Context: an optimization exercise on an open-source flow, tuned for small area and few clock cycles per item. The choices shown serve that exercise and are no tape-out recipe.
At most, simulation tests tie the RTL to the original design; equivalence was not proved.
For runs 3 to 5, only the layout was checked, not whether the RTL still works.
Power is estimated from default activity; no workload was simulated.

File: flow/config.mk
export PLATFORM = sky130hd
export DESIGN_NAME = stable_priority_queue
export DESIGN_NICKNAME = stable_priority_queue
export VERILOG_FILES = /design/flow/design.v
export SDC_FILE = /design/flow/constraint.sdc
export NUM_CORES = 4
export LEC_CHECK = 0
export CAP_MARGIN = 20
export CORE_MARGIN = 2
export CORE_UTILIZATION = 55
export CTS_CLUSTER_DIAMETER = 60
export CTS_CLUSTER_SIZE = 20
export GPL_TIMING_DRIVEN = 0
export SETUP_SLACK_MARGIN = 0.2
export SLEW_MARGIN = 20
export SYNTH_HIERARCHICAL = 1
File: flow/constraint.sdc
create_clock -name core_clock -period 3.5 [get_ports {clk}]
set_input_delay 0.7000 -clock core_clock [delete_from_list [all_inputs] [get_ports {clk}]]
set_output_delay 0.7000 -clock core_clock [all_outputs]
set_load 0.01 [all_outputs]
File: flow/design.v
package spq_pkg;
  localparam int SPQ_DEPTH         = 16;
  localparam int SPQ_PAYLOAD_BITS  = 32;
  localparam int SPQ_PRIORITY_BITS = 8;
  typedef enum logic {
    OP_ENQ = 1'b0,
    OP_DEQ = 1'b1
  } spq_op_t;
  typedef enum logic [1:0] {
    ST_DONE  = 2'd0,
    ST_EMPTY = 2'd1,
    ST_FULL  = 2'd2
  } spq_status_t;
  typedef struct packed {
    logic enq;
    logic deq;
  } spq_ctl_t;
endpackage
module spq_cell
#(
  parameter int W    = spq_pkg::SPQ_PAYLOAD_BITS + spq_pkg::SPQ_PRIORITY_BITS,
  parameter int KIND = 0    
) (
  input  logic         clk,
  input  logic         enq,         
  input  logic         pop,         
  input  logic         keep_prev,   
  input  logic         keep_here,   
  input  logic         keep_next,   
  input  logic [W-1:0] new_data,
  input  logic [W-1:0] left_data,
  input  logic [W-1:0] right_data,
  output logic [W-1:0] data
);
  logic stay, prev_stay, moved;
  logic skip_hold, skip_new, skip_left, skip_right;
  always_comb begin
    stay      = pop ? keep_next : keep_here;
    prev_stay = (KIND == 1) ? 1'b1 : (pop ? keep_here : keep_prev);
    moved     = enq && !stay;
    skip_new   = !(moved && prev_stay);
    skip_right = !(pop && !moved);
    skip_left  = !(!pop && moved && !prev_stay);
    skip_hold  = !((!pop && !moved) || (pop && moved && !prev_stay));
    if (KIND == 2) begin
      skip_hold  = skip_hold && skip_right;
      skip_right = 1'b1;
    end
  end
  logic [W-1:0] data_r, data_nxt;
  for (genvar b = 0; b < W; b++) begin : g_bit
    if (KIND == 1) begin : g_head
      spq_pick3 u_pick (
        .skip_a (skip_hold),  .a_bit (data_r[b]),
        .skip_b (skip_new),   .b_bit (new_data[b]),
        .skip_c (skip_right), .c_bit (right_data[b]),
        .bit_nxt (data_nxt[b])
      );
    end else if (KIND == 2) begin : g_tail
      spq_pick3 u_pick (
        .skip_a (skip_hold),  .a_bit (data_r[b]),
        .skip_b (skip_new),   .b_bit (new_data[b]),
        .skip_c (skip_left),  .c_bit (left_data[b]),
        .bit_nxt (data_nxt[b])
      );
    end else begin : g_inner
      spq_pick4 u_pick (
        .skip_a (skip_hold),  .a_bit (data_r[b]),
        .skip_b (skip_new),   .b_bit (new_data[b]),
        .skip_c (skip_left),  .c_bit (left_data[b]),
        .skip_d (skip_right), .d_bit (right_data[b]),
        .bit_nxt (data_nxt[b])
      );
    end
  end
  always_ff @(posedge clk) begin
    data_r <= data_nxt;
  end
  assign data = data_r;
endmodule
module spq_pick4 (
  input  logic skip_a, a_bit,
  input  logic skip_b, b_bit,
  input  logic skip_c, c_bit,
  input  logic skip_d, d_bit,
  output logic bit_nxt
);
  assign bit_nxt = (skip_a | a_bit) & (skip_b | b_bit)
                 & (skip_c | c_bit) & (skip_d | d_bit);
endmodule
module spq_pick3 (
  input  logic skip_a, a_bit,
  input  logic skip_b, b_bit,
  input  logic skip_c, c_bit,
  output logic bit_nxt
);
  assign bit_nxt = (skip_a | a_bit) & (skip_b | b_bit) & (skip_c | c_bit);
endmodule
module stable_priority_queue
#(
  parameter int DEPTH         = spq_pkg::SPQ_DEPTH,
  parameter int PAYLOAD_BITS  = spq_pkg::SPQ_PAYLOAD_BITS,
  parameter int PRIORITY_BITS = spq_pkg::SPQ_PRIORITY_BITS,
  parameter int CNT_W         = $clog2(DEPTH + 1)
) (
  input  logic                            clk,
  input  logic                            rst_n,
  input  logic                            in_valid,
  output logic                            in_ready,
  input  logic                            in_opcode,
  input  logic [PAYLOAD_BITS-1:0]         in_payload,
  input  logic signed [PRIORITY_BITS-1:0] in_priority,
  output logic                            out_valid,
  input  logic                            out_ready,
  output logic [1:0]                      out_status,
  output logic [PAYLOAD_BITS-1:0]         out_item,
  output logic [CNT_W-1:0]                out_occupancy
);
  localparam int W = PAYLOAD_BITS + PRIORITY_BITS;
  logic [CNT_W-1:0] count_r;
  logic             out_valid_r;
  logic             pend_r;
  logic [1:0]       status_r;
  logic fire, is_deq, full, empty, enq_ok, deq_ok, pop;
  logic [W-1:0]             slot [DEPTH];
  logic [DEPTH-1:0]         occ;
  logic [DEPTH:0]           keep;
  logic [W-1:0]             new_data;
  logic [PRIORITY_BITS-1:0] new_key;
  assign in_ready = !out_valid_r || out_ready;
  assign fire     = in_valid && in_ready;
  assign is_deq   = (in_opcode == spq_pkg::OP_DEQ);
  assign full     = (count_r == CNT_W'(DEPTH));
  assign empty    = (count_r == '0);
  assign enq_ok   = fire && !is_deq && !full;
  assign deq_ok   = fire && is_deq && !empty;
  assign pop      = pend_r && out_ready;
  assign new_key  = {~in_priority[PRIORITY_BITS-1], in_priority[PRIORITY_BITS-2:0]};
  assign new_data = {new_key, in_payload};
  always_comb begin
    for (int i = 0; i < DEPTH; i++) begin
      logic gt, eq;
      gt = 1'b0;
      eq = 1'b1;
      for (int b = 0; b < CNT_W; b++) begin
        if (((i >> b) & 1) == 1) begin
          gt = count_r[b] & gt;
          eq = count_r[b] & eq;
        end else begin
          gt = count_r[b] | gt;
          eq = ~count_r[b] & eq;
        end
      end
      occ[i] = gt | (pend_r & eq);
    end
  end
  for (genvar i = 0; i < DEPTH; i++) begin : g_keep
    logic ge;
    always_comb begin
      ge = 1'b1;
      for (int k = 0; k < PRIORITY_BITS; k++)
        ge = (slot[i][PAYLOAD_BITS+k] & ~new_key[k])
           | ((slot[i][PAYLOAD_BITS+k] | ~new_key[k]) & ge);
    end
    assign keep[i] = occ[i] & ge;
  end
  assign keep[DEPTH] = 1'b0;
  for (genvar i = 0; i < DEPTH; i++) begin : g_cell
    logic [W-1:0] ldat, rdat;
    logic         kprev;
    if (i == 0) begin : g_head
      assign kprev = 1'b1;
      assign ldat  = new_data;
    end else begin : g_body
      assign kprev = keep[i-1];
      assign ldat  = slot[i-1];
    end
    if (i == DEPTH - 1) begin : g_tail
      assign rdat = slot[i];
    end else begin : g_inner
      assign rdat = slot[i+1];
    end
    spq_cell #(
      .W    (W),
      .KIND ((i == 0) ? 1 : ((i == DEPTH - 1) ? 2 : 0))
    ) u_cell (
      .clk        (clk),
      .enq        (enq_ok),
      .pop        (pop),
      .keep_prev  (kprev),
      .keep_here  (keep[i]),
      .keep_next  (keep[i+1]),
      .new_data   (new_data),
      .left_data  (ldat),
      .right_data (rdat),
      .data       (slot[i])
    );
  end
  always_ff @(posedge clk) begin
    if (!rst_n) begin
      count_r     <= '0;
      out_valid_r <= 1'b0;
      pend_r      <= 1'b0;
    end else begin
      if (fire) begin
        out_valid_r <= 1'b1;
        pend_r      <= deq_ok;
        if (enq_ok)      count_r <= count_r + CNT_W'(1);
        else if (deq_ok) count_r <= count_r - CNT_W'(1);
      end else if (out_ready) begin
        out_valid_r <= 1'b0;
        pend_r      <= 1'b0;
      end
    end
    if (fire) begin
      if (enq_ok || deq_ok) status_r <= spq_pkg::ST_DONE;
      else if (is_deq)      status_r <= spq_pkg::ST_EMPTY;
      else                  status_r <= spq_pkg::ST_FULL;
    end
  end
  assign out_valid     = out_valid_r;
  assign out_status    = status_r;
  assign out_item      = slot[0][PAYLOAD_BITS-1:0] & {PAYLOAD_BITS{pend_r}};
  assign out_occupancy = count_r;
endmodule
File: flow/run.sh
#!/bin/bash
# synth_recipe.tcl (not shown) runs the flow's synth.tcl, then flattens the netlist and writes it again
# the make line also repeats each setting of config.mk as NAME=value (left out here)
make -C /OpenROAD-flow-scripts/flow DESIGN_CONFIG=/design/flow/config.mk WORK_HOME=/design/flow/orfs CLKGATE_MAP_FILE= SYNTH_SCRIPT=/design/flow/synth_recipe.tcl finish
==> notes.md, run 1 <==
* Status: finished clean
* Die H at 224.4 microns
* Fin Hold WS at 0.4885 ns
* TritonCTS Buffers at 46
* Maximum vdd drop at 571.6 uV
* Final setup fails at 0
* Unrepaired setup endpoints after global routing: yes
* Antenna violations before repair at 1
* DR iter-0 viols at 2979
* Hold depth at 2
* FF-to-FF setup slack at 0.32 ns
* CTS Root Cell: clkbuf_16
* Fmax at 307.4 MHz
* DR vias at 27340
* Nets at 3331
* Cells after DPL at 3836
* R2R Path End: g_cell[3].u_cell.data_r[12]
* Clock transition at path regs at 0.07 ns
* Met3 wire len at 8475 microns
* HPWL Detailed at 61250 microns
* Worst-Skew Late Latency at 0.60 ns
* CTS Hold Bufs at 0
* Worst R2R Start: count_r[3]
* CTS tree: yes
* Sink Count at 649
* Number of global-route vias before repair at 25360
* Maxcap violations at 0
* Crit end category: flop
* First-pass GRT wire length at 139600 microns
* Tmin final at 3.253 ns
* Top layer in use: met4
* Pwr/cell area at 981.2 nW/um^2
* Reg2Reg Depth at 11
* Final period util at 92.94%
* Worst EP arrival at 3.78 ns
* Max Slew Vio Count at 0
* Worst Clk Skew at 0.01881 ns
* Cells after Synth at 3103
* Via density at 6.966
* # fillers at 3984
* Drt drc at 0
* Slew margin rel. at 40.46%
* DRT antenna net count at 0
* DRT Pass-1 Iters at 8
* Total track usage at 33.85%
* Met1 Wirelength at 39790 microns
* Share of cells above drive strength 1 at 8.280%
* Hold Path Class: reg2reg
* Maximum fanout along the worst path at 26
* # rows at 80
* Largest net degree at the start of global routing at 59
* Hold Crit Start: g_cell[15].u_cell.data_r[12]
* Synth warn at 11
* Port bufs at 84
* GR Overflow Total at 0
* Worst Hold End: g_cell[15].u_cell.data_r[12]
* Mapped Area at 26720 sq um
* GPL Wtd Cong at 0.8950
* Initial Utilization at 55.84%
* Worst-Margin Slew at 0.8903 ns
* Max H-tree Level at 2
* P&R area growth vs syn at 17.98%
* Crit path launch type: input pin
* Die X at 224.4 microns
* Total length of routed wires at 88460 microns
* Req. time, crit path at 4.03 ns
* Final hold vios at 0
* Fin cells at 3925
* Die area at 50360 sq um
* Io pins at 86
* Synthesized Nets at 3152
* Leak at 10.83 nW
* Longest Clk Path Bufs at 3
* Area of the core at 47850 sq um
* Critical path class: in2reg
* Routed WL per cell at 22.54 microns
* Met2 Wirelength at 38400 microns
* Syn Area/Cell at 8.610 sq um
==> flip-flops by register name, summed over array words and instances (netlist names) <==
signal                cells
g_cell.u_cell.data_r    640
count_r                   5
status_r                  2
out_valid_r               1
pend_r                    1
==> where the power goes <==
part	internal [W]	switching, W	total [W]
Sequential	0.0109	0.00341	0.0143
Clock	0.00278	0.00279	0.00557
Combinational	0.00499	0.00604	0.0110
==> final cells by class <==
class	count	area (sq um)	area share (%)
antenna	1	2.502	0.007939
buffer	29	190.2	0.6034
clock buffer	54	1252	3.973
clock inverter	21	259.0	0.8217
inverter	44	190.2	0.6034
multi-input combinational	2384	14090	44.70
sequential	649	13010	41.28
tap	615	769.5	2.441
timing repair buffer	128	1754	5.565
==> routing by layer <==
layer | up-vias | track usage (%)
li1 | 12620 | -
met1 | 13130 | 50.03
met2 | 1461 | 51.63
met3 | 128 | 5.304
met4 | 0 | 8.609
met5 | - | 0
==> how the worst max path moves through the flow <==
stage / cells after the start / endpoint / from
4_1_cts: 12 / g_cell[1].u_cell.data_r[18] / in_priority[4]
3_3_place_gp: 10 / g_cell[2].u_cell.data_r[10] / in_priority[6]
3_5_place_dp: 12 / g_cell[12].u_cell.data_r[19] / in_priority[6]
6_report: 9 / g_cell[3].u_cell.data_r[12] / in_priority[7]
5_1_grt: 11 / g_cell[15].u_cell.data_r[17] / count_r[0]
2_1_floorplan: 10 / g_cell[9].u_cell.data_r[0] / in_priority[1]
==> placed cells by master, fill, tap and decap left out, drive strengths merged, types with 3 or more instances in the layout <==
cell type / instances
or3: 3
a22o: 3
o2111ai: 4
a221oi: 10
inv: 51
o22ai: 1210
o21a: 8
dfxtp: 647
clkdlybuf4s50: 77
nand3: 5
clkinv: 7
and2: 37
nand2: 50
nor3b: 3
clkinvlp: 5
o211ai: 5
ha: 3
nor2b: 28
o21bai: 3
a22oi: 8
buf: 54
nor2: 753
o32a: 16
a31oi: 6
a21boi: 3
o21ai: 50
a211oi: 4
xnor2: 4
a21oi: 26
mux2: 15
o221ai: 3
maj3: 41
clkbuf: 80
nand2b: 53
==> metrics by stage <==
stage | utilization, % | setup TNS (ns) | area [sq um] | total power, W | worst slack (ns)
floorplan | - | -492.22 | 26810 | 0.02087 | -0.9200
global placement | 59.41 | -2433.83 | 28420 | 0.02360 | -4.859
detailed placement | 61.71 | -1074.57 | 29520 | 0.02472 | -2.026
CTS | 65.48 | 0 | 31330 | 0.03046 | 0.1994
global route | 65.88 | 0 | 31520 | 0.03282 | 0.1975
finish | 65.88 | 0 | 31520 | 0.03093 | 0.2469
==> timing repair <==
item                       4_1_cts  5_1_grt
cloned                           0        3
resized for setup               74       40
setup endpoints to repair      660      624
pin swaps                        3        3
setup buffers                    8        2
==> worst max-delay path, cell delays in order <==
cell and delay (ns):
clkbuf_1 0.39, clkbuf_1 0.65, nand2_1 0.20, a221oi_4 0.63
nand2b_1 0.24, o32a_2 0.42, buf_12 0.25, o22ai_1 0.10
nor2_1 0.15
Testbench counts, summed over its fixed seeds: cycles 24,008, items 24,000.
==> inputs of run 2 (changes only) <==
==> flow/flow/run.sh (new file) <==
#!/bin/bash
# The standard layout, with two changes:
# - clock tree synthesis clusters up to 20 flip-flops per leaf buffer and adds
#   no dummy loads;
# - the port buffers are buf_2 cells.
# The full make output is kept in standard.log in this folder; ORFS keeps each
# step's log under orfs/logs/.
set -euo pipefail
export CTS_ARGS="-sink_clustering_enable -repair_clock_nets -dont_use_dummy_load -sink_clustering_size 20 -sink_clustering_max_diameter 60"
export BUFFER_PORTS_ARGS="-buffer_cell sky130_fd_sc_hd__buf_2"
bash standard.sh > standard.log 2>&1
==> flow/standard.sh (new file) <==
#!/bin/bash
# synth_recipe.tcl (not shown) runs the flow's synth.tcl, then flattens the netlist and writes it again
# the make line also repeats each setting of config.mk as NAME=value (left out here)
make -C /OpenROAD-flow-scripts/flow DESIGN_CONFIG=/design/flow/config.mk WORK_HOME=/design/flow/orfs CLKGATE_MAP_FILE= SYNTH_SCRIPT=/design/flow/synth_recipe.tcl "${@:-finish}"
--- a/flow/config.mk
+++ b/flow/config.mk
@@ -8,8 +8,6 @@
 export CAP_MARGIN = 20
 export CORE_MARGIN = 2
 export CORE_UTILIZATION = 55
-export CTS_CLUSTER_DIAMETER = 60
-export CTS_CLUSTER_SIZE = 20
 export GPL_TIMING_DRIVEN = 0
 export SETUP_SLACK_MARGIN = 0.2
 export SLEW_MARGIN = 20
removed: flow/run.sh
==> run 2 against run 1 <==
Effect of this change:
- cell count is 0.79% lower
- synthesized cell count is the same
- flip-flop and latch count unchanged
- sequential share of layout area up 1.0 points
- power down 2.9%
- first-iteration DRC count up 5.0%
- clock-buffer cell count down 7
- global-route usage decreased by 0.13 points
- clock skew increased by 0.050 ns
==> notes.md, run 2 <==
* Worst R2R Start: count_r[0]
* Cells after DPL at 3841 (+0.13%)
* Slew margin rel. at 45.38% (+4.9 points)
* Status: finished clean
* Io pins at 86 (unchanged)
* Final hold vios at 0 (unchanged)
* Synth warn at 11 (unchanged)
* CTS Root Cell: clkbuf_16
* Largest reg by FF count: g_cell.u_cell.data_r
* Worst Clk Skew at 0.06894 ns (+0.05013 ns)
* Maxcap violations at 0 (unchanged)
* Dpl ws at -1.211 ns (+0.8158 ns)
* Fin cells at 3894 (-0.79%)
* CTS Hold Bufs at 0 (unchanged)
* Cells after Synth at 3103 (unchanged)
* Mapped Area at 26720 sq um (unchanged)
* FF-to-FF setup slack at 0.27 ns (-0.05 ns)
* Die area at 50360 sq um (unchanged)
* Unrepaired setup endpoints after global routing: yes
* Routed WL per cell at 22.47 microns (-0.30%)
* GPL Wtd Cong at 0.9034 (+0.94%)
* Max H-tree Level at 2 (unchanged)
* Maximum vdd drop at 628.0 uV (+9.9%)
* # rows at 80 (unchanged)
* Port bufs at 84 (unchanged)
* Fmax at 310.0 MHz (+0.85%)
* Req. time, crit path at 4.01 ns (-0.02 ns)
* Largest net degree at the start of global routing at 59 (unchanged)
* Tmin final at 3.226 ns (-0.02733 ns)
* First-pass GRT wire length at 138700 microns (-0.61%)
* Critical path class: reg2reg
* Worst Setup SP: count_r[0]
* Die H at 224.4 microns (unchanged)
* Maximum fanout along the worst path at 19 (-27%)
* Nets at 3328 (-0.090%)
* Synthesized Nets at 3152 (unchanged)
* Drt drc at 0 (unchanged)
* Area of the core at 47850 sq um (unchanged)
* Antenna violations before repair at 2 (+1)
* Number of global-route vias before repair at 24960 (-1.6%)
* Via density at 6.886 (-1.2%)
* Most frequent cells in the layout: 1210 x o22ai_1, 752 x nor2_1, 647 x dfxtp_1, 81 x buf_2, 53 x nand2b_1
* Die X at 224.4 microns (unchanged)
* P&R area growth vs syn at 15.11%
* Worst EP arrival at 3.74 ns (-0.04 ns)
* Setup TNS at 0 ns (unchanged)
* Final period util at 92.16% (-0.78 points)
* Sink Count at 649 (unchanged)
* Crit path launch type: flop
* DR iter-0 viols at 3128 (+5.0%)
* Final worst slack at 0.2743 ns (+0.02733 ns)
* R2R Path End: g_cell[15].u_cell.data_r[26]
* Total length of routed wires at 87500 microns (-1.1%)
* GR Overflow Total at 0 (unchanged)
* # fillers at 3976 (-0.20%)
* DR vias at 26810 (-1.9%)
* Initial Utilization at 55.84% (unchanged)
* DRT Pass-1 Iters at 5 (-3)
* Crit end category: flop
* Syn Area/Cell at 8.610 sq um (unchanged)
* Reg2Reg Depth at 12 (+1)
* Max Slew Vio Count at 0 (unchanged)
* TritonCTS Buffers at 47 (+2.2%)
* Final setup fails at 0 (unchanged)
* Largest register FFs at 640 (unchanged)
* Share of cells above drive strength 1 at 9.551% (+1.3 points)
* Worst-Margin Slew at 0.8163 ns (-0.07407 ns)
* CP Capture Point: g_cell[15].u_cell.data_r[26]
* DRT antenna net count at 0 (unchanged)
* Pwr/cell area at 976.7 nW/um^2 (-0.46%)
* Commonest non-fill, non-tap cell in the layout: o22ai_1
* Clock transition at path regs at 0.07 ns (about the same)
* Total track usage at 33.73% (-0.13 points)
* CTS tree: yes
* Worst-Skew Late Latency at 0.62 ns (+0.02 ns)
* Fin Hold WS at 0.3634 ns (-0.1250 ns)
* HPWL Detailed at 62070 microns (+1.3%)
* Largest registers: g_cell.u_cell.data_r (640), count_r (5), status_r (2)
* Hold Path Class: in2reg
* Longest Clk Path Bufs at 3 (unchanged)
* Leak at 10.75 nW (-0.81%)
## run 2: cell count changes in the layout (fill, tap and decap cells not counted), moves of 5 or more
cell,previous run,this run
clkdlybuf4s50_1,77,0
clkbuf_2,12,6
clkinvlp_4,5,0
clkbuf_8,5,0
buf_2,2,81
## run 2: metal layers
layer / vias to the layer above / GRT usage, % / wire length (microns)
li1: 12550 / - / -
met1: 12770 / 50.71 / 39990
met2: 1371 / 51.19 / 37850
met3: 131 / 4.611 / 8153
met4: 0 / 7.947 / 1505
met5: - / 0 / 0
## run 2: area by class of cell
| type | count | area, sq um | share of cell area (%) |
|---|---|---|---|
| plain buffers | 29 | 183.9 | 0.5980 |
| inverters | 44 | 186.4 | 0.6062 |
| repair buffers | 127 | 1433 | 4.658 |
| diodes | 2 | 5.005 | 0.01627 |
| multi-input cells | 2381 | 13990 | 45.48 |
| clock buffers | 47 | 1176 | 3.824 |
| flip-flops and latches | 649 | 13010 | 42.31 |
| well taps | 615 | 769.5 | 2.502 |
## run 2: critical path, cell delays in order (launching register included)
cell and delay, ns:
dfxtp_1 0.34, buf_2 0.19, and3_1 0.21, a31oi_1 0.62, a211oi_1 0.13, o211ai_1 0.14
o211ai_1 0.29, and3b_1 0.34, o21ai_4 0.28, buf_16 0.21, buf_16 0.17, o22ai_1 0.08
nor2_1 0.12
## run 2: worst min-delay path by stage
stage	slack [ns]	start	depth (start not counted)	to
CTS	0.35	in_valid	3	out_valid_r
global route	0.39	rst_n	2	count_r[0]
global placement	0.47	g_cell[15].u_cell.data_r[27]	2	g_cell[15].u_cell.data_r[27]
detailed placement	0.47	g_cell[15].u_cell.data_r[16]	2	g_cell[15].u_cell.data_r[16]
floorplan	0.46	g_cell[0].u_cell.data_r[0]	2	g_cell[0].u_cell.data_r[0]
finish	0.36	in_valid	3	out_valid_r
## run 2: power breakdown
group | internal [W] | switching [W] | total [W] | leakage [nW]
clock network | 0.00237 | 0.00250 | 0.00487 | 0.579
registers | 0.0109 | 0.00341 | 0.0143 | 5.43
logic | 0.00485 | 0.00598 | 0.0108 | 4.74
total | 0.0181 | 0.0119 | 0.0300 | 10.7
## run 2: stage by stage
| step | util [%] | total power (W) | instance area (sq um) |
|---|---|---|---|
| after floorplan | - | 0.02087 | 26810 |
| after global placement | 58.53 | 0.02352 | 28000 |
| after detailed placement | 61.09 | 0.02471 | 29230 |
| after CTS | 63.80 | 0.02958 | 30530 |
| after global routing | 64.28 | 0.03191 | 30750 |
| final | 64.28 | 0.03004 | 30750 |
## run 2: timing repair
action,4_1_cts,5_1_grt
resized for setup,31,31
setup endpoints to repair,640,525
setup buffers,1,3
pin swaps,0,2
==> inputs of run 3 (changes only) <==
--- a/flow/design.v
+++ b/flow/design.v
@@ -22,31 +22,15 @@
   parameter int KIND = 0    
 ) (
   input  logic         clk,
-  input  logic         enq,         
-  input  logic         pop,         
-  input  logic         keep_prev,   
-  input  logic         keep_here,   
-  input  logic         keep_next,   
+  input  logic         skip_hold,
+  input  logic         skip_new,
+  input  logic         skip_left,
+  input  logic         skip_right,
   input  logic [W-1:0] new_data,
   input  logic [W-1:0] left_data,
   input  logic [W-1:0] right_data,
   output logic [W-1:0] data
 );
-  logic stay, prev_stay, moved;
-  logic skip_hold, skip_new, skip_left, skip_right;
-  always_comb begin
-    stay      = pop ? keep_next : keep_here;
-    prev_stay = (KIND == 1) ? 1'b1 : (pop ? keep_here : keep_prev);
-    moved     = enq && !stay;
-    skip_new   = !(moved && prev_stay);
-    skip_right = !(pop && !moved);
-    skip_left  = !(!pop && moved && !prev_stay);
-    skip_hold  = !((!pop && !moved) || (pop && moved && !prev_stay));
-    if (KIND == 2) begin
-      skip_hold  = skip_hold && skip_right;
-      skip_right = 1'b1;
-    end
-  end
   logic [W-1:0] data_r, data_nxt;
   for (genvar b = 0; b < W; b++) begin : g_bit
     if (KIND == 1) begin : g_head
@@ -125,6 +109,7 @@
   logic [W-1:0]             slot [DEPTH];
   logic [DEPTH-1:0]         occ;
   logic [DEPTH:0]           keep;
+  logic [DEPTH:0]           stay;
   logic [W-1:0]             new_data;
   logic [PRIORITY_BITS-1:0] new_key;
   assign in_ready = !out_valid_r || out_ready;
@@ -165,31 +150,47 @@
     assign keep[i] = occ[i] & ge;
   end
   assign keep[DEPTH] = 1'b0;
+  always_comb begin
+    for (int j = 0; j < DEPTH; j++) stay[j] = pop ? keep[j+1] : keep[j];
+    stay[DEPTH] = 1'b0;
+  end
   for (genvar i = 0; i < DEPTH; i++) begin : g_cell
+    logic prev_stay;
+    logic k_hold, k_new, k_left, k_right;
     logic [W-1:0] ldat, rdat;
-    logic         kprev;
     if (i == 0) begin : g_head
-      assign kprev = 1'b1;
-      assign ldat  = new_data;
+      assign prev_stay = 1'b1;
+      assign ldat      = new_data;
     end else begin : g_body
-      assign kprev = keep[i-1];
-      assign ldat  = slot[i-1];
+      assign prev_stay = stay[i-1];
+      assign ldat      = slot[i-1];
     end
     if (i == DEPTH - 1) begin : g_tail
       assign rdat = slot[i];
     end else begin : g_inner
       assign rdat = slot[i+1];
+    end
+    logic moved;    
+    always_comb begin
+      moved   = enq_ok && !stay[i];
+      k_new   = !(moved && prev_stay);
+      k_right = !(pop && !moved);
+      k_left  = !(!pop && moved && !prev_stay);
+      k_hold  = !((!pop && !moved) || (pop && moved && !prev_stay));
+      if (i == DEPTH - 1) begin
+        k_hold  = k_hold && k_right;
+        k_right = 1'b1;
+      end
     end
     spq_cell #(
       .W    (W),
       .KIND ((i == 0) ? 1 : ((i == DEPTH - 1) ? 2 : 0))
     ) u_cell (
       .clk        (clk),
-      .enq        (enq_ok),
-      .pop        (pop),
-      .keep_prev  (kprev),
-      .keep_here  (keep[i]),
-      .keep_next  (keep[i+1]),
+      .skip_hold  (k_hold),
+      .skip_new   (k_new),
+      .skip_left  (k_left),
+      .skip_right (k_right),
       .new_data   (new_data),
       .left_data  (ldat),
       .right_data (rdat),
==> flow/flow/run.sh (replaced) <==
#!/bin/bash
# The standard layout, with two changes:
# - clock tree synthesis clusters up to 30 flip-flops per leaf buffer and adds
#   no dummy loads;
# - the port buffers are buf_2 cells.
# The full make output is kept in standard.log in this folder; ORFS keeps each
# step's log under orfs/logs/.
set -euo pipefail
export CTS_ARGS="-sink_clustering_enable -repair_clock_nets -dont_use_dummy_load -sink_clustering_size 30 -sink_clustering_max_diameter 80"
export BUFFER_PORTS_ARGS="-buffer_cell sky130_fd_sc_hd__buf_2"
bash standard.sh > standard.log 2>&1
--- a/flow/config.mk
+++ b/flow/config.mk
@@ -7,8 +7,7 @@
 export LEC_CHECK = 0
 export CAP_MARGIN = 20
 export CORE_MARGIN = 2
-export CORE_UTILIZATION = 55
+export CORE_UTILIZATION = 60
 export GPL_TIMING_DRIVEN = 0
-export SETUP_SLACK_MARGIN = 0.2
 export SLEW_MARGIN = 20
 export SYNTH_HIERARCHICAL = 1
==> run 3 against run 2 <==
Effect of this change:
- sequential share of layout area decreased by 1.0 points
- critical path type is now in2reg
- critical endpoint is now g_cell[15].u_cell.data_r[19]
- clock skew decreased by 0.0080 ns
- largest power group unchanged
- worst setup slack got worse by 0.32 ns
- the layout now fails its checks (negative setup slack)
- highest routed layer unchanged
- worst hold slack improved by 0.068 ns
==> notes.md, run 3 <==
* Largest register FFs at 640 (unchanged)
* P&R area growth vs syn at 17.51%
* Number of global-route vias before repair at 26520 (+6.3%)
* CTS tree: yes
* Longest Clk Path Bufs at 3 (unchanged)
* Syn Area/Cell at 8.553 sq um (-0.66%)
* Post-layout util at 71.30% (+7.0 points)
* First-pass GRT wire length at 147500 microns (+6.3%)
* Most frequent cells in the layout: 1210 x o22ai_1, 757 x nor2_1, 647 x dfxtp_1, 87 x buf_2, 46 x buf_4
* Status: finished with violations
* Commonest non-fill, non-tap cell in the layout: o22ai_1
* Maxcap violations at 0 (unchanged)
* Worst-Margin Slew at 1.180 ns (+0.3634 ns)
* Fmax at 282.3 MHz (-8.9%)
* Cells after DPL at 3869 (+0.73%)
* Crit end category: flop
* Fin cells at 3958 (+1.6%)
* DR vias at 28820 (+7.5%)
* Crit path launch type: input pin
* Sink Count at 649 (unchanged)
* Max H-tree Level at 2 (unchanged)
* HPWL Detailed at 65480 microns (+5.5%)
* Nets at 3416 (+2.6%)
* Failed Checks: negative setup slack
* Dpl ws at -1.379 ns (-0.1686 ns)
* Largest reg by FF count: g_cell.u_cell.data_r
* CP cell instances: buf_4 > clkinvlp_4 > buf_2 > o211ai_1 > o31a_1 > a311oi_1 > o32a_1 > o21a_1 > a211oi_4 > buf_8 > nor2_1 > nor2_1
* Pwr/cell area at 924.7 nW/um^2 (-5.3%)
* Via density at 7.281 (+5.7%)
* Clock transition at path regs at 0.08 ns (about the same)
* Worst Clk Skew at 0.06093 ns (-0.008005 ns)
* GR Overflow Total at 0 (unchanged)
* GPL Wtd Cong at 0.9938 (+10%)
* Slowest-stage cell, CP: a211oi_4
* Routed WL per cell at 24.75 microns (+10%)
* Synthesized Nets at 3186 (+1.1%)
* Maximum fanout along the worst path at 18 (-1)
* Max Slew Vio Count at 0 (unchanged)
* Final worst slack at -0.04211 ns (-0.3164 ns)
* DRT antenna net count at 0 (unchanged)
* CP max stage delay at 0.72 ns (+0.10 ns)
* Share of cells above drive strength 1 at 10.97% (+1.4 points)
* Total track usage at 39.37% (+5.6 points)
* Final period util at 101.2% (+9.0 points)
* # fillers at 3371 (-15%)
* Req. time, crit path at 3.97 ns (-0.04 ns)
* Die H at 215.5 microns (-4.0%)
* Die X at 215.5 microns (-4.0%)
* Final setup fails at 20 (+20)
* Synth warn at 11 (unchanged)
* Setup TNS at -0.2565 ns (-0.2565 ns)
* Buf/Inv on CP at 4 (+1)
* Area of the core at 44220 sq um (-7.6%)
* Tmin final at 3.542 ns (+0.3164 ns)
* Worst-Skew Late Latency at 0.60 ns (-0.02 ns)
* Fin Hold WS at 0.4312 ns (+0.06773 ns)
* Antenna violations before repair at 1 (-1)
* # rows at 77 (-3.8%)
* Final hold vios at 0 (unchanged)
* Port bufs at 84 (unchanged)
* Critical path class: in2reg
* Io pins at 86 (unchanged)
* Largest registers: g_cell.u_cell.data_r (640), count_r (5), status_r (2)
* DR iter-0 viols at 4216 (+35%)
* Slew margin rel. at 20.99% (-24 points)
* Total length of routed wires at 97970 microns (+12%)
* Top cell by count, worst path: nor2_1
* Drt drc at 0 (unchanged)
* Cells after Synth at 3137 (+1.1%)
* Maximum vdd drop at 555.4 uV (-12%)
* Initial Utilization at 60.68% (+4.8 points)
* DRT Pass-1 Iters at 9 (+4)
* Worst EP arrival at 4.01 ns (+0.27 ns)
* Largest net degree at the start of global routing at 41 (-31%)
* Die area at 46430 sq um (-7.8%)
* Mapped Area at 26830 sq um (+0.43%)
* Largest delay share family, worst path: compound AO/OA/AOI/OAI gates
* CTS Root Cell: clkbuf_16
* TritonCTS Buffers at 36 (-23%)
* Hold Path Class: in2reg
* Leak at 11.08 nW (+3.1%)
[run 3: power by group]
| group | switching (W) | internal, W | leakage, nW |
|---|---|---|---|
| clock | 0.00239 | 0.00184 | 0.444 |
| sequential | 0.00342 | 0.0108 | 5.43 |
| combinational | 0.00589 | 0.00482 | 5.21 |
[run 3: worst register-to-register path, cell delays in order, from the launching register on]
cell and delay, ns:
dfxtp_1 0.38, clkbuf_2 0.32, and2_1 0.17, clkbuf_1 0.42, clkbuf_4 0.54, clkbuf_2 0.62
o21ai_4 0.41, buf_16 0.30, o22ai_1 0.13, nor2_1 0.07
[run 3: cell type report]
cell class	instances	area, sq um	share of cell area [%]
multi-input cells	2428	14450	45.84
flip-flops and latches	649	13010	41.27
repair buffers	181	2087	6.619
clock buffers	36	900.9	2.857
well taps	592	740.7	2.349
plain buffers	39	206.4	0.6547
inverters	31	123.9	0.3928
repair inverters	1	5.005	0.01587
diodes	1	2.502	0.007936
[run 3: layer usage]
layer	part of all wire, %	up-vias	GRT usage [%]
li1	-	12890	-
met1	41	13590	55.56
met2	43	2019	59.54
met3	12	319	8.203
met4	3.8	0	14.69
met5	0	-	0
[run 3: stage by stage]
step	power (W)	cell area (sq um)
final	0.02916	31530
after global routing	0.03060	31530
after CTS	0.02827	31100
after detailed placement	0.02386	29790
after global placement	0.02241	28170
after floorplan	0.01996	27010
[run 3: worst paths after layout]
kind                                     start                      endpoint  slack (ns)  depth (start not counted)
setup reg to reg                        pend_r   g_cell[3].u_cell.data_r[24]        0.05                          9
hold reg to reg   g_cell[14].u_cell.data_r[19]  g_cell[13].u_cell.data_r[19]        0.47                          2
setup / recovery                in_priority[3]  g_cell[15].u_cell.data_r[19]       -0.04                         12
hold / removal                        in_valid                   out_valid_r        0.43                          3
[run 3: repair_timing]
action                                  4_1_cts  5_1_grt
endpoints found under the setup margin      641      521
hold buffers                                  0        0
gates cloned                                  7        4
pin swaps                                     6       16
gates resized for setup                      49       48
buffers inserted                             15       26
==> inputs of run 4 (changes only) <==
--- a/flow/design.v
+++ b/flow/design.v
@@ -22,37 +22,58 @@
   parameter int KIND = 0    
 ) (
   input  logic         clk,
-  input  logic         skip_hold,
-  input  logic         skip_new,
-  input  logic         skip_left,
-  input  logic         skip_right,
+  input  logic         m_enq,       
+  input  logic         m_both,      
+  input  logic         m_pop,       
+  input  logic         m_idle,      
+  input  logic         keep_prev,   
+  input  logic         keep_here,   
+  input  logic         keep_next,   
   input  logic [W-1:0] new_data,
   input  logic [W-1:0] left_data,
   input  logic [W-1:0] right_data,
   output logic [W-1:0] data
 );
+  localparam int NDRV = 1;
+  logic [NDRV-1:0] skip_hold, skip_new, skip_left, skip_right;
+  for (genvar d = 0; d < NDRV; d++) begin : g_drv
+    spq_sel #(.KIND(KIND)) u_sel (
+      .m_enq      (m_enq),
+      .m_both     (m_both),
+      .m_pop      (m_pop),
+      .m_idle     (m_idle),
+      .keep_prev  (keep_prev),
+      .keep_here  (keep_here),
+      .keep_next  (keep_next),
+      .skip_hold  (skip_hold[d]),
+      .skip_new   (skip_new[d]),
+      .skip_left  (skip_left[d]),
+      .skip_right (skip_right[d])
+    );
+  end
   logic [W-1:0] data_r, data_nxt;
   for (genvar b = 0; b < W; b++) begin : g_bit
+    localparam int D = b * NDRV / W;
     if (KIND == 1) begin : g_head
       spq_pick3 u_pick (
-        .skip_a (skip_hold),  .a_bit (data_r[b]),
-        .skip_b (skip_new),   .b_bit (new_data[b]),
-        .skip_c (skip_right), .c_bit (right_data[b]),
+        .skip_a (skip_hold[D]),  .a_bit (data_r[b]),
+        .skip_b (skip_new[D]),   .b_bit (new_data[b]),
+        .skip_c (skip_right[D]), .c_bit (right_data[b]),
         .bit_nxt (data_nxt[b])
       );
     end else if (KIND == 2) begin : g_tail
       spq_pick3 u_pick (
-        .skip_a (skip_hold),  .a_bit (data_r[b]),
-        .skip_b (skip_new),   .b_bit (new_data[b]),
-        .skip_c (skip_left),  .c_bit (left_data[b]),
+        .skip_a (skip_hold[D]),  .a_bit (data_r[b]),
+        .skip_b (skip_new[D]),   .b_bit (new_data[b]),
+        .skip_c (skip_left[D]),  .c_bit (left_data[b]),
         .bit_nxt (data_nxt[b])
       );
     end else begin : g_inner
       spq_pick4 u_pick (
-        .skip_a (skip_hold),  .a_bit (data_r[b]),
-        .skip_b (skip_new),   .b_bit (new_data[b]),
-        .skip_c (skip_left),  .c_bit (left_data[b]),
-        .skip_d (skip_right), .d_bit (right_data[b]),
+        .skip_a (skip_hold[D]),  .a_bit (data_r[b]),
+        .skip_b (skip_new[D]),   .b_bit (new_data[b]),
+        .skip_c (skip_left[D]),  .c_bit (left_data[b]),
+        .skip_d (skip_right[D]), .d_bit (right_data[b]),
         .bit_nxt (data_nxt[b])
       );
     end
@@ -61,6 +82,38 @@
     data_r <= data_nxt;
   end
   assign data = data_r;
+endmodule
+module spq_sel
+#(
+  parameter int KIND = 0    
+) (
+  input  logic m_enq,
+  input  logic m_both,
+  input  logic m_pop,
+  input  logic m_idle,
+  input  logic keep_prev,
+  input  logic keep_here,
+  input  logic keep_next,
+  output logic skip_hold,
+  output logic skip_new,
+  output logic skip_left,
+  output logic skip_right
+);
+  logic kp, kb, kn;
+  assign kp = (KIND == 1) ? 1'b1 : keep_prev;
+  assign kb = (KIND == 1) ? 1'b1 : keep_here;
+  assign kn = (KIND == 2) ? 1'b0 : keep_next;
+  always_comb begin
+    skip_new   = !((m_enq && kp && !keep_here) || (m_both && kb && !kn));
+    skip_left  = !(m_enq && !kp);
+    if (KIND == 2) begin
+      skip_right = 1'b1;
+      skip_hold  = !(m_idle || m_pop || ((keep_here && m_enq) || (!kb && m_both)));
+    end else begin
+      skip_right = !(m_pop || (m_both && kn));
+      skip_hold  = !(m_idle || ((keep_here && m_enq) || (!kb && m_both)));
+    end
+  end
 endmodule
 module spq_pick4 (
   input  logic skip_a, a_bit,
@@ -109,7 +162,6 @@
   logic [W-1:0]             slot [DEPTH];
   logic [DEPTH-1:0]         occ;
   logic [DEPTH:0]           keep;
-  logic [DEPTH:0]           stay;
   logic [W-1:0]             new_data;
   logic [PRIORITY_BITS-1:0] new_key;
   assign in_ready = !out_valid_r || out_ready;
@@ -120,6 +172,11 @@
   assign enq_ok   = fire && !is_deq && !full;
   assign deq_ok   = fire && is_deq && !empty;
   assign pop      = pend_r && out_ready;
+  logic m_enq, m_both, m_pop, m_idle;
+  assign m_enq  = enq_ok && !pop;
+  assign m_both = enq_ok && pop;
+  assign m_pop  = !enq_ok && pop;
+  assign m_idle = !enq_ok && !pop;
   assign new_key  = {~in_priority[PRIORITY_BITS-1], in_priority[PRIORITY_BITS-2:0]};
   assign new_data = {new_key, in_payload};
   always_comb begin
@@ -150,47 +207,33 @@
     assign keep[i] = occ[i] & ge;
   end
   assign keep[DEPTH] = 1'b0;
-  always_comb begin
-    for (int j = 0; j < DEPTH; j++) stay[j] = pop ? keep[j+1] : keep[j];
-    stay[DEPTH] = 1'b0;
-  end
   for (genvar i = 0; i < DEPTH; i++) begin : g_cell
-    logic prev_stay;
-    logic k_hold, k_new, k_left, k_right;
     logic [W-1:0] ldat, rdat;
+    logic         kprev;
     if (i == 0) begin : g_head
-      assign prev_stay = 1'b1;
-      assign ldat      = new_data;
+      assign kprev = 1'b1;
+      assign ldat  = new_data;
     end else begin : g_body
-      assign prev_stay = stay[i-1];
-      assign ldat      = slot[i-1];
+      assign kprev = keep[i-1];
+      assign ldat  = slot[i-1];
     end
     if (i == DEPTH - 1) begin : g_tail
       assign rdat = slot[i];
     end else begin : g_inner
       assign rdat = slot[i+1];
-    end
-    logic moved;    
-    always_comb begin
-      moved   = enq_ok && !stay[i];
-      k_new   = !(moved && prev_stay);
-      k_right = !(pop && !moved);
-      k_left  = !(!pop && moved && !prev_stay);
-      k_hold  = !((!pop && !moved) || (pop && moved && !prev_stay));
-      if (i == DEPTH - 1) begin
-        k_hold  = k_hold && k_right;
-        k_right = 1'b1;
-      end
     end
     spq_cell #(
       .W    (W),
       .KIND ((i == 0) ? 1 : ((i == DEPTH - 1) ? 2 : 0))
     ) u_cell (
       .clk        (clk),
-      .skip_hold  (k_hold),
-      .skip_new   (k_new),
-      .skip_left  (k_left),
-      .skip_right (k_right),
+      .m_enq      (m_enq),
+      .m_both     (m_both),
+      .m_pop      (m_pop),
+      .m_idle     (m_idle),
+      .keep_prev  (kprev),
+      .keep_here  (keep[i]),
+      .keep_next  (keep[i+1]),
       .new_data   (new_data),
       .left_data  (ldat),
       .right_data (rdat),
==> flow/flow/run.sh (replaced) <==
#!/bin/bash
# The standard layout, with two changes:
# - clock tree synthesis clusters up to 20 flip-flops per leaf buffer and adds
#   no dummy loads;
# - the port buffers are buf_2 cells.
# The full make output is kept in standard.log in this folder; ORFS keeps each
# step's log under orfs/logs/.
set -euo pipefail
export CTS_ARGS="-sink_clustering_enable -repair_clock_nets -dont_use_dummy_load -sink_clustering_size 20 -sink_clustering_max_diameter 60"
export BUFFER_PORTS_ARGS="-buffer_cell sky130_fd_sc_hd__buf_2"
bash standard.sh > standard.log 2>&1
--- a/flow/config.mk
+++ b/flow/config.mk
@@ -7,7 +7,8 @@
 export LEC_CHECK = 0
 export CAP_MARGIN = 20
 export CORE_MARGIN = 2
-export CORE_UTILIZATION = 60
+export CORE_UTILIZATION = 55
 export GPL_TIMING_DRIVEN = 0
+export SETUP_SLACK_MARGIN = 0.2
 export SLEW_MARGIN = 20
 export SYNTH_HIERARCHICAL = 1
==> run 4 against run 3 <==
Effect of this change:
- the run now finishes clean
- power shrank 2.0%
- combinational power shrank 9.9%
- area after synthesis shrank 1.5%
- register-to-register slack gained 0.28 ns
- clock power grew 13%
- critical path depth grew 1
- worst hold slack lost 0.0032 ns
- largest cell class unchanged
- highest routed layer unchanged
==> notes.md, run 4 <==
* Status: finished clean
* Final setup fails at 0 (-100%)
* Via density at 6.969 (-4.3%)
* Slew margin rel. at 44.20% (+23 points)
* Worst Hold End: pend_r
* Nets at 3386 (-0.88%)
* Worst EP arrival at 3.77 ns (-0.24 ns)
* Worst-Margin Slew at 0.8370 ns (-0.3427 ns)
* Buf/Inv on CP at 5 (+1)
* Crit end category: flop
* Longest Clk Path Bufs at 3 (unchanged)
* Maximum vdd drop at 572.4 uV (+3.1%)
* DR iter-0 viols at 3128 (-26%)
* First-pass GRT wire length at 141500 microns (-4.1%)
* Die H at 223.2 microns (+3.6%)
* Mapped Area at 26420 sq um (-1.5%)
* Drt drc at 0 (unchanged)
* GPL Wtd Cong at 0.9050 (-8.9%)
* Max H-tree Level at 2 (unchanged)
* Hold depth at 3 (unchanged)
* Hold Path Class: in2reg
* Port bufs at 84 (unchanged)
* Largest reg by FF count: g_cell.u_cell.data_r
* Largest net degree at the start of global routing at 41 (unchanged)
* GR Overflow Total at 0 (unchanged)
* Sink Count at 649 (unchanged)
* Final hold vios at 0 (unchanged)
* CP max stage delay at 0.49 ns (-0.23 ns)
* Pwr/cell area at 908.0 nW/um^2 (-1.8%)
* Reg2Reg Depth at 11 (+2)
* FF-to-FF setup slack at 0.33 ns (+0.28 ns)
* HPWL Detailed at 64390 microns (-1.7%)
* Number of global-route vias before repair at 25310 (-4.6%)
* Worst Clk Skew at 0.07672 ns (+0.01579 ns)
* DRT antenna net count at 0 (unchanged)
* CTS Root Cell: clkbuf_16
* Fin area at 31480 sq um (-0.16%)
* CTS tree: yes
* Synth warn at 14 (+3)
* Total length of routed wires at 90380 microns (-7.7%)
* DRT Pass-1 Iters at 7 (-2)
* Tmin final at 3.247 ns (-0.2947 ns)
* Hold Crit Start: in_opcode
* Storage element area at 13010 sq um (about the same)
* Io pins at 86 (unchanged)
* Cells after Synth at 3067 (-2.2%)
* Final period util at 92.78% (-8.4 points)
* Largest register FFs at 640 (unchanged)
* Total track usage at 35.03% (-4.3 points)
* Max Slew Vio Count at 0 (unchanged)
* Critical path class: in2reg
* Maxcap violations at 0 (unchanged)
* Leak at 11.02 nW (-0.55%)
* Largest registers: g_cell.u_cell.data_r (640), count_r (5), status_r (2)
* # fillers at 3885 (+15%)
* Routed WL per cell at 22.87 microns (-7.6%)
* Slowest-stage cell, CP: nor2_1
* Crit path launch type: input pin
* Die area at 49800 sq um (+7.3%)
* Area of the core at 47550 sq um (+7.5%)
* DP Area at 29440 sq um (-1.2%)
* Commonest non-fill, non-tap cell in the layout: o22ai_1
* Most frequent cells in the layout: 1209 x o22ai_1, 753 x nor2_1, 646 x dfxtp_1, 85 x buf_2, 60 x buf_4
* Syn Area/Cell at 8.614 sq um (+0.71%)
* Dpl ws at -1.202 ns (+0.1774 ns)
* Clock transition at path regs at 0.07 ns (about the same)
* Fmax at 307.9 MHz (+9.1%)
* # rows at 80 (+3.9%)
* Initial Utilization at 55.57% (-5.1 points)
* Maximum fanout along the worst path at 21 (+3)
* Die X at 223.2 microns (+3.6%)
* CTS Hold Bufs at 0 (unchanged)
* Unrepaired setup endpoints after global routing: no
* CP cell instances: clkbuf_4 > clkbuf_1 > nor2_1 > a21oi_1 > a2bb2oi_1 > a221oi_2 > buf_2 > nor2b_1 > a211oi_4 > buf_6 > buf_6 > o22ai_1 > nor2_1
* Post-layout util at 66.21% (-5.1 points)
* Footprint of the multi-input gates at 13840 sq um (-4.3%)
* Worst R2R Start: pend_r
* Final worst slack at 0.2526 ns (+0.2947 ns)
* Synthesized Nets at 3116 (-2.2%)
* Worst-Skew Late Latency at 0.62 ns (+0.02 ns)
* TritonCTS Buffers at 46 (+28%)
* P&R area growth vs syn at 19.16%
* DR vias at 27540 (-4.4%)
* Antenna violations before repair at 2 (+1)
* Setup TNS at 0 ns (+0.2565 ns)
* R2R Path End: g_cell[13].u_cell.data_r[20]
* Req. time, crit path at 4.02 ns (+0.05 ns)
* Largest delay share family, worst path: buffers and inverters
* Share of cells above drive strength 1 at 11.60% (+0.64 points)
==> run 4: final cells by class <==
cell class | count | share of cell area (%)
sequential | 649 | 41.34
buffer | 27 | 0.4610
timing repair buffer | 221 | 7.822
antenna | 2 | 0.01590
tap | 615 | 2.444
multi-input combinational | 2368 | 43.95
inverter | 24 | 0.3100
clock buffer | 46 | 3.657
==> run 4: worst register-to-register path: stages, from the launching register on <==
cell and delay (ns):
dfxtp_1 0.46, clkbuf_2 0.35, clkbuf_1 0.44, a21oi_4 0.18, buf_16 0.21, buf_16 0.19
buf_16 0.20, nand2_1 0.09, o22a_2 0.54, buf_16 0.24, o22ai_1 0.10, nor2_1 0.15
==> run 4: power breakdown <==
part / switching, W / internal, W
Clock: 0.00249 / 0.00232
Combinational: 0.00503 / 0.00461
Sequential: 0.00336 / 0.0108
==> run 4: worst max path at each step <==
| stage | start | endpoint | slack (ns) | cells after the start |
|---|---|---|---|---|
| 6_report | in_priority[5] | g_cell[6].u_cell.data_r[5] | 0.25 | 13 |
| 5_1_grt | pend_r | g_cell[12].u_cell.data_r[8] | 0.18 | 12 |
| 4_1_cts | in_priority[1] | g_cell[2].u_cell.data_r[12] | 0.20 | 13 |
| 3_5_place_dp | in_priority[1] | g_cell[2].u_cell.data_r[20] | -1.20 | 13 |
| 3_3_place_gp | in_priority[5] | g_cell[3].u_cell.data_r[4] | -2.56 | 10 |
| 2_1_floorplan | in_priority[6] | g_cell[8].u_cell.data_r[0] | -0.17 | 9 |
==> run 4: metrics by stage <==
stage / power (W) / hold WS, ns / std cells
finish: 0.02858 / 0.4280 / 3952
global route: 0.03019 / 0.4194 / 3952
CTS: 0.02807 / 0.4020 / 3934
detailed placement: 0.02284 / 0.4745 / 3839
global placement: 0.02166 / 0.4645 / 3766
floorplan: 0.01935 / 0.4561 / 3067
==> run 4: what timing repair did <==
item,in CTS,in global routing
hold endpoints to repair,0,0
setup buffers,48,16
pin swaps,19,8
resized for setup,40,37
cloned,1,0
endpoints found under the setup margin,624,549
==> run 4: per-layer routing <==
layer	share of wire, %	GRT usage, %	routed length, microns
met1	45	51.69	40540
met5	0	0	0
met2	44	53.66	39470
met3	9.7	5.321	8742
met4	1.8	8.920	1630
==> inputs of run 5 (changes only) <==
--- a/flow/design.v
+++ b/flow/design.v
@@ -34,7 +34,7 @@
   input  logic [W-1:0] right_data,
   output logic [W-1:0] data
 );
-  localparam int NDRV = 1;
+  localparam int NDRV = 2;
   logic [NDRV-1:0] skip_hold, skip_new, skip_left, skip_right;
   for (genvar d = 0; d < NDRV; d++) begin : g_drv
     spq_sel #(.KIND(KIND)) u_sel (
==> flow/flow/run.sh (replaced) <==
#!/bin/bash
# The standard layout, with two changes:
# - clock tree synthesis clusters up to 20 flip-flops per leaf buffer and adds
#   no dummy loads, using clkbuf_8 buffers;
# - the port buffers are buf_2 cells.
# The full make output is kept in standard.log in this folder; ORFS keeps each
# step's log under orfs/logs/.
set -euo pipefail
export CTS_ARGS="-sink_clustering_enable -repair_clock_nets -dont_use_dummy_load -sink_clustering_size 20 -sink_clustering_max_diameter 50 -buf_list sky130_fd_sc_hd__clkbuf_8"
export BUFFER_PORTS_ARGS="-buffer_cell sky130_fd_sc_hd__buf_2"
bash standard.sh > standard.log 2>&1
==> run 5 against run 4 <==
Effect of this change:
- still clean on timing, DRC and antenna
- global-route usage shrank 0.62 points
- clock-buffer cell count is 12 higher
- combinational power is 11% higher
- critical path type unchanged
- critical endpoint is now g_cell[5].u_cell.data_r[39]
- largest power group unchanged
==> notes.md, run 5 <==
* Critical path class: in2reg
* Worst-Skew Late Latency at 0.72 ns (+0.10 ns)
* Nets at 3514 (+3.8%)
* # fillers at 4019 (+3.4%)
* Io pins at 86 (unchanged)
* Share of cells above drive strength 1 at 13.37% (+1.8 points)
* Die X at 226.1 microns (+1.3%)
* Initial Utilization at 55.56% (about the same)
* Unrepaired setup endpoints after global routing: yes
* Req. time, crit path at 4.10 ns (+0.08 ns)
* Number of global-route vias before repair at 25480 (+0.68%)
* Final hold vios at 0 (unchanged)
* Final period util at 94.51% (+1.7 points)
* Largest delay share family, worst path: buffers and inverters
* GR Overflow Total at 0 (unchanged)
* Hold depth at 3 (unchanged)
* Worst EP arrival at 3.90 ns (+0.13 ns)
* Die area at 51130 sq um (+2.7%)
* Leak at 10.80 nW (-2.1%)
* Fin area at 32000 sq um (+1.7%)
* Worst Clk Skew at 0.07438 ns (-0.002344 ns)
* Longest Clk Path Bufs at 3 (unchanged)
* Reg2Reg Depth at 11 (unchanged)
* Synth warn at 14 (unchanged)
* Footprint of the multi-input gates at 15310 sq um (+11%)
* Crit path launch type: input pin
* Pwr/cell area at 898.7 nW/um^2 (-1.0%)
* Largest net degree at the start of global routing at 44 (+7.3%)
* DRT Pass-1 Iters at 8 (+1)
* CTS Hold Bufs at 0 (unchanged)
* Slew margin rel. at 12.56% (-32 points)
* DRT antenna net count at 0 (unchanged)
* Mapped Area at 27140 sq um (+2.7%)
* Most frequent cells in the layout: 1209 x o22ai_1, 753 x nor2_1, 646 x dfxtp_1, 87 x buf_2, 74 x nand2_1
* Cells after Synth at 3175 (+3.5%)
* Status: finished clean
* Hold Path Class: in2reg
* Crit end category: flop
* Maxcap violations at 0 (unchanged)
* CP cell instances: buf_2 > buf_2 > inv_2 > buf_4 > a22oi_1 > a221oi_2 > nor2_1 > o211ai_1 > buf_6 > buf_4 > nor2b_2 > a211oi_4 > buf_12 > o22ai_1 > nor2_1
* Syn Area/Cell at 8.548 sq um (-0.77%)
* Area of the core at 48850 sq um (+2.7%)
* TritonCTS Buffers at 58 (+26%)
* Worst-Margin Slew at 1.310 ns (+0.4732 ns)
* CTS Root Cell: clkbuf_8
* Fin Hold WS at 0.3091 ns (-0.1189 ns)
* P&R area growth vs syn at 17.93%
* Max H-tree Level at 2 (unchanged)
* GPL Wtd Cong at 0.9180 (+1.4%)
* Tmin final at 3.308 ns (+0.06040 ns)
* # rows at 81 (+1.3%)
* Maximum vdd drop at 538.1 uV (-6.0%)
* Via density at 6.875 (-1.3%)
* Synthesized Nets at 3224 (+3.5%)
* Final setup fails at 0 (unchanged)
* DP Area at 29130 sq um (-1.1%)
* Sink Count at 649 (unchanged)
* Largest reg by FF count: g_cell.u_cell.data_r
* DR iter-0 viols at 3709 (+19%)
* Largest register FFs at 640 (unchanged)
* Max Slew Vio Count at 0 (unchanged)
* CP max stage delay at 0.39 ns (-0.10 ns)
* Routed WL per cell at 22.64 microns (-1.0%)
* Fmax at 302.3 MHz (-1.8%)
* Port bufs at 84 (unchanged)
* DR vias at 28390 (+3.1%)
* Antenna violations before repair at 3 (+1)
* Slowest-stage cell, CP: a221oi_2
* Critical Path Stages at 15 (+2)
* Clock transition at path regs at 0.06 ns (about the same)
* Total length of routed wires at 93510 microns (+3.5%)
* Storage element area at 13010 sq um (unchanged)
* Setup TNS at 0 ns (unchanged)
* Die H at 226.1 microns (+1.3%)
* Total track usage at 34.41% (-0.62 points)
* Commonest non-fill, non-tap cell in the layout: o22ai_1
* Maximum fanout along the worst path at 17 (-19%)
* CTS tree: yes
* Drt drc at 0 (unchanged)
* Buf/Inv on CP at 7 (+2)
* HPWL Detailed at 61280 microns (-4.8%)
* First-pass GRT wire length at 142300 microns (+0.51%)
* Largest registers: g_cell.u_cell.data_r (640), count_r (5), status_r (2)
run 5: changes by cell type in the layout (fill, tap and decap cells not counted), sizes merged, moves of 14 or more:
| cell | before | now |
|---|---|---|
| nor2b | 36 | 51 |
| buf | 225 | 200 |
| nand2 | 46 | 74 |
| a211oi | 17 | 58 |
| o22a | 16 | 30 |
| a21oi | 47 | 63 |
| clkbuf | 69 | 85 |
| nand2b | 44 | 59 |
run 5: power by group:
| group | switching, W | total [W] | internal [W] |
|---|---|---|---|
| sequential | 0.00339 | 0.0142 | 0.0108 |
| clock | 0.00242 | 0.00389 | 0.00147 |
| combinational | 0.00581 | 0.0107 | 0.00490 |
| total | 0.0116 | 0.0288 | 0.0171 |
run 5: worst paths after layout:
check	slack, ns	start	end
max	0.19	in_priority[1]	g_cell[5].u_cell.data_r[39]
min	0.31	in_valid	out_valid_r
max reg2reg	0.27	count_r[0]	g_cell[10].u_cell.data_r[5]
min reg2reg	0.49	g_cell[15].u_cell.data_r[23]	g_cell[15].u_cell.data_r[23]
run 5: metrics by stage:
stage	std cells	power, W	utilization (%)	setup slack [ns]
finish	4130	0.02876	65.51	0.1922
global route	4129	0.03042	65.51	0.1044
CTS	4086	0.02777	63.58	0.1768
detailed placement	3949	0.02279	59.63	-1.529
global placement	3923	0.02180	58.18	-2.036
floorplan	3175	0.01960	-	-0.2450
run 5: layer usage:
metal  up-vias  global-route usage (%)  wire [microns]
li1      13150                       -               -
met1     13270                   52.09           40920
met2      1801                   50.10           40150
met3       167                   5.360           10290
met4         0                   10.42            2149
met5         -                       0               0
run 5: worst min-delay path, stage by stage:
cell,delay [ns]
buf_2,0.14
inv_1,0.06
a21oi_1,0.05
run 5: layout make-up:
type / count / share of cell area [%]
diodes: 3 / 0.02346
inverters: 26 / 0.3089
clock buffers: 58 / 2.494
flip-flops and latches: 649 / 40.66
plain buffers: 27 / 0.4301
repair buffers: 200 / 5.638
well taps: 664 / 2.596
multi-input cells: 2503 / 47.85
run 5: repair_timing:
action / 4_1_cts / 5_1_grt
pin swaps: 37 / 28
buffers inserted: 59 / 27
cloned: 20 / 14
resized for setup: 72 / 103
endpoints found under the setup margin: 643 / 640

separate check: timing with driven ports:
No port has a modelled driver above. Below, the same layouts with a new extraction and two added sets of constraints. Step 1: set_driving_cell puts a clkbuf_16 on clk and a buf_2 on each other input, an assumption about the parent block. Step 2 adds t to the input delays and takes it off the output delays; t is the mean of the earliest and latest rising clock arrival at the registers after step 1. Input paths then give back, and output paths get back, about the clock's delay inside the block. a / b / c = ideal ports / drivers / drivers and shift; a / b = the first two.
run	t (ns)	slack for setup (ns)	worst hold slack (ns)	slew at the worst register clock pin (ns)	worst slew at a driven data input, ns
run 1	0.647	0.247 / 0.255 / -0.366	0.488 / 0.488 / 0.488	0.08 / 0.08	0.08
run 2	0.647	0.274 / 0.274 / -0.345	0.363 / 0.325 / 0.480	0.08 / 0.08	0.08
run 3	0.629	-0.042 / -0.039 / -0.669	0.431 / 0.387 / 0.467	0.11 / 0.11	0.07
run 4	0.639	0.253 / 0.276 / -0.363	0.428 / 0.393 / 0.488	0.08 / 0.08	0.08
run 5	0.736	0.192 / 0.189 / -0.547	0.309 / 0.272 / 0.487	0.12 / 0.12	0.07
Met with ideal ports but missed after step 2: setup timing in run 1, run 2, run 4 and run 5. The setup slack of run 5, which loses most, moves by -0.003 ns with the drivers and by -0.739 ns with both steps.
